Context: an optimization exercise on an open-source flow, tuned for small area, a short achievable clock period and few clock cycles per item. The choices shown serve that exercise and are no tape-out recipe. Only simulation tests tie the RTL to the original design; equivalence was not proved.

==> flow/design.v (excerpt) <==
module lookahead_peak_limiter #(
   parameter int LOOKAHEAD_DEPTH = 64,
   parameter logic [15:0] DIV_CUT = 16'b0010_0100_1001_0010
) (
   input  logic                                  clock,
   input  logic                                  reset,
   input  logic                                  req_valid,
   output logic                                  req_ready,
   input  logic [lpl_pkg::SAMPLE_W:0]            req_data,
   output logic                                  rsp_valid,
   input  logic                                  rsp_ready,
   output logic [lpl_pkg::SAMPLE_W:0]            rsp_data,
   input  logic                                  csr_valid,
   output logic                                  csr_ready,
   input  logic [lpl_pkg::CSR_IDX_W-1:0]         csr_index,
   input  logic [lpl_pkg::CSR_DATA_W-1:0]        csr_wdata
);
   localparam int PTR_W = $clog2(LOOKAHEAD_DEPTH);
   localparam int SIDE_W = 21;    
   logic                                enable_ff;
   logic [lpl_pkg::GAIN_W-1:0]          thr_ff;
   logic [lpl_pkg::COEFF_W-1:0]         attack_ff;
   logic [lpl_pkg::COEFF_W-1:0]         release_ff;
   logic [lpl_pkg::GAIN_W-1:0]          gain_ff;
   logic                                seen_ff;
   logic [PTR_W:0]                      fill_ff;     
   logic [PTR_W-1:0]                    phase_ff;    
   logic                                sc_valid_ff, sc_bypass_ff, sc_active_ff;
   logic [7:0]                          sc_one_ff, sc_two_ff, sc_neg_ff;
   logic                                rsp_valid_ff;
   logic [lpl_pkg::SAMPLE_W:0]          rsp_data_ff;
   logic                                adv;
   logic                                csr_write;
   assign csr_ready = 1'b1;
   assign csr_write = csr_valid;
  ...
make LEC_CHECK=0 ABC_AREA=1 CAP_MARGIN=20 CORE_MARGIN=2 CORE_UTILIZATION=40 CTS_CLUSTER_DIAMETER=100 CTS_CLUSTER_SIZE=20 SETUP_SLACK_MARGIN=1.2 SLEW_MARGIN=20 finish   # period 8.0 ns
run.sh (not shown) runs the stock make flow with config.mk's settings and CLKGATE_MAP_FILE= SYNTH_SCRIPT=/design/flow/synth_recipe.tcl, a recipe that flattens the netlist after the stock synthesis.
The baseline finished clean.
Testbench counts at the start, summed over its fixed seeds: cycles 12,064, items 12,000.
Rerun with:
--- a/flow/config.mk
+++ b/flow/config.mk
@@ -11 +11 @@
-export CORE_UTILIZATION = 40
+export CORE_UTILIZATION = 50
@@ -14 +14,2 @@
-export SETUP_SLACK_MARGIN = 1.2
+export PLACE_DENSITY = 0.65
+export SETUP_SLACK_MARGIN = 1.4
The changed run passed the timing, DRC and antenna checks.
Clock-buffer cell count does not change.
Routed wire length goes down by a few percent.
Cell area stays flat.
Maximum frequency goes up slightly.
Setup slack is better by 68 ps.
Clock skew goes up by 22 ps.
Cell count goes down by a few percent.
Die area goes down by about a fifth.
Rerun with:
--- a/flow/config.mk
+++ b/flow/config.mk
@@ -11 +11 @@
-export CORE_UTILIZATION = 50
+export CORE_UTILIZATION = 40
@@ -14,2 +14 @@
-export PLACE_DENSITY = 0.65
-export SETUP_SLACK_MARGIN = 1.4
+export SETUP_SLACK_MARGIN = 1.8
After rerunning:
- fmax grows by about 1%
- utilization is lower by 9.8 points
- wire length grows by 5.2%
- sequential cell count is unchanged
- worst setup slack is better by 63 ps
- non-clock buffer count came out higher by 75
- die area is higher by 25%
- worst hold slack degrades by 5.7 ps
- register-to-register slack gains 60 ps


## run 1
lookahead_peak_limiter, a different RTL version from the one above (not shown whole).
For scale: roughly 62 I/O pins, ~0.071 mm² of cells after synthesis.
Settings: LEC_CHECK=0, ABC_AREA=1, CAP_MARGIN=10, CORE_MARGIN=2, CORE_UTILIZATION=40, CTS_CLUSTER_DIAMETER=100, CTS_CLUSTER_SIZE=20, SETUP_SLACK_MARGIN=1.3, SLEW_MARGIN=10, TNS_END_PERCENT=20; clock period 8.0 ns.
Run 1 has completed all stages; timing, DRC and antenna checks passed.
Testbench counts of run 1, summed over its fixed seeds: cycles 12,064, items 12,000.
#### Input delta (run 2 over run 1)
# run 1
export LEC_CHECK = 0
export ABC_AREA = 1
export CAP_MARGIN = 10
export CORE_MARGIN = 2
export CORE_UTILIZATION = 40
export CTS_CLUSTER_DIAMETER = 100
export CTS_CLUSTER_SIZE = 20
export SETUP_SLACK_MARGIN = 1.3
export SLEW_MARGIN = 10
export TNS_END_PERCENT = 20
create_clock -name core_clock -period 8.0 [get_ports {clock}]
# run 2
export LEC_CHECK = 0
export ABC_AREA = 1
export CAP_MARGIN = 20
export CORE_MARGIN = 2
export CORE_UTILIZATION = 40
export CTS_CLUSTER_DIAMETER = 100
export CTS_CLUSTER_SIZE = 20
export SETUP_SLACK_MARGIN = 1.5
export SLEW_MARGIN = 20
export TNS_END_PERCENT = 20
create_clock -name core_clock -period 8.0 [get_ports {clock}]
==> comparison <==
- Run 2: PASS, flow complete, no timing, DRC or antenna violations
- Of the two values seen for first element of the critical path, sm_one_ff[0]$_SDFFCE_PN0P_ was produced by run 1 and sm_one_ff[1]$_SDFFCE_PN0P_ by run 2.
- Run 2 vs run 1, worst setup slack went up by 84 ps.
- From run 1 to run 2 the numbers moved as follows: layout clock buffer count higher, CTS buffer count lower, final wirelength lower.
- Compared with run 1, critical path depth in run 2 increased by a little under 10%.
For run 3, these inputs were changed with respect to run 2:
# run 2
export LEC_CHECK = 0
export ABC_AREA = 1
export CAP_MARGIN = 20
export CORE_MARGIN = 2
export CORE_UTILIZATION = 40
export CTS_CLUSTER_DIAMETER = 100
export CTS_CLUSTER_SIZE = 20
export SETUP_SLACK_MARGIN = 1.5
export SLEW_MARGIN = 20
export TNS_END_PERCENT = 20
create_clock -name core_clock -period 8.0 [get_ports {clock}]
# run 3
export LEC_CHECK = 0
export ABC_AREA = 1
export CAP_MARGIN = 20
export CORE_MARGIN = 2
export CORE_UTILIZATION = 40
export CTS_CLUSTER_DIAMETER = 100
export CTS_CLUSTER_SIZE = 20
export SETUP_SLACK_MARGIN = 1.2
export SLEW_MARGIN = 20
export TNS_END_PERCENT = 20
create_clock -name core_clock -period 8.0 [get_ports {clock}]
Results
Between run 2 and run 3, the difference in wire length is negligible. [run 3 vs run 2] utilization: lower in run 3. Summary of run 3 over run 2: net total in the final layout fell by 74, average via count per standard cell rose by 0.52%, share of the final layout cell area in sequential cells rose by 0.52 points, hold slack fell by 5.8 ps. Of the two values seen for launch point of the critical path, sm_one_ff[1]$_SDFFCE_PN0P_ was produced by run 2 and sm_target_ff[1]$_DFFE_PP_ by run 3. Re maximum cell stage delay along the critical path: run 3 is 40 ps down on run 2.
[inputs] run 4 vs run 3
# run 3
export LEC_CHECK = 0
export ABC_AREA = 1
export CAP_MARGIN = 20
export CORE_MARGIN = 2
export CORE_UTILIZATION = 40
export CTS_CLUSTER_DIAMETER = 100
export CTS_CLUSTER_SIZE = 20
export SETUP_SLACK_MARGIN = 1.2
export SLEW_MARGIN = 20
export TNS_END_PERCENT = 20
create_clock -name core_clock -period 8.0 [get_ports {clock}]
# run 4
export LEC_CHECK = 0
export ABC_AREA = 1
export CAP_MARGIN = 20
export CORE_MARGIN = 2
export CORE_UTILIZATION = 40
export CTS_CLUSTER_DIAMETER = 100
export CTS_CLUSTER_SIZE = 20
export SETUP_SLACK_MARGIN = 1.2
export SLEW_MARGIN = 20
create_clock -name core_clock -period 8.0 [get_ports {clock}]
Lower final period demand of the worst path among run 3 and run 4: run 3
Run 4 vs. run 3: first-pass GRT wire length flat, wire length reported by the detailed router flat.
Run 3 ended up with sm_target_ff[1]$_DFFE_PP_ as its launch point of the critical path; run 4 ended up with sm_one_ff[0]$_SDFFCE_PN0P_.
Re die area: no difference whatsoever between run 3 and run 4.

afterwards: timing with drivers on the ports:
No port has a modelled driver above. Below, the same layouts with a new extraction and two added sets of constraints.
Step 1 assumes that a clkbuf_16 drives the clock port and a buf_2 every other input.
Step 2 moves the port delays by t, midway between the first and last clock arrival at a register: inputs arrive t later, outputs are due t later. That takes back most of the time a late clock gives input paths.
a / b / c = ideal / step 1 / step 2; a / b = the first two.
run | shift t [ns] | slack for setup (ns) | worst setup path after step 2
the first run of note 1 | 0.787 | 1.427 / 1.427 / 0.852 | input to register
the second run of note 1 | 0.770 | 1.494 / 1.494 / 1.026 | input to register
the third run of note 1 | 0.787 | 1.557 / 1.557 / 1.233 | input to register
run 1 | 0.794 | 1.506 / 1.506 / 1.253 | input to register
run 2 | 0.775 | 1.590 / 1.590 / 1.065 | input to register
run 3 | 0.795 | 1.507 / 1.507 / 1.270 | input to register
run 4 | 0.794 | 1.472 / 1.472 / 1.246 | input to register
After both steps every run listed still meets setup and hold. For the first run of note 1, which loses most, drivers alone change the setup slack by 0.000 ns; drivers and shift together by -0.575 ns.
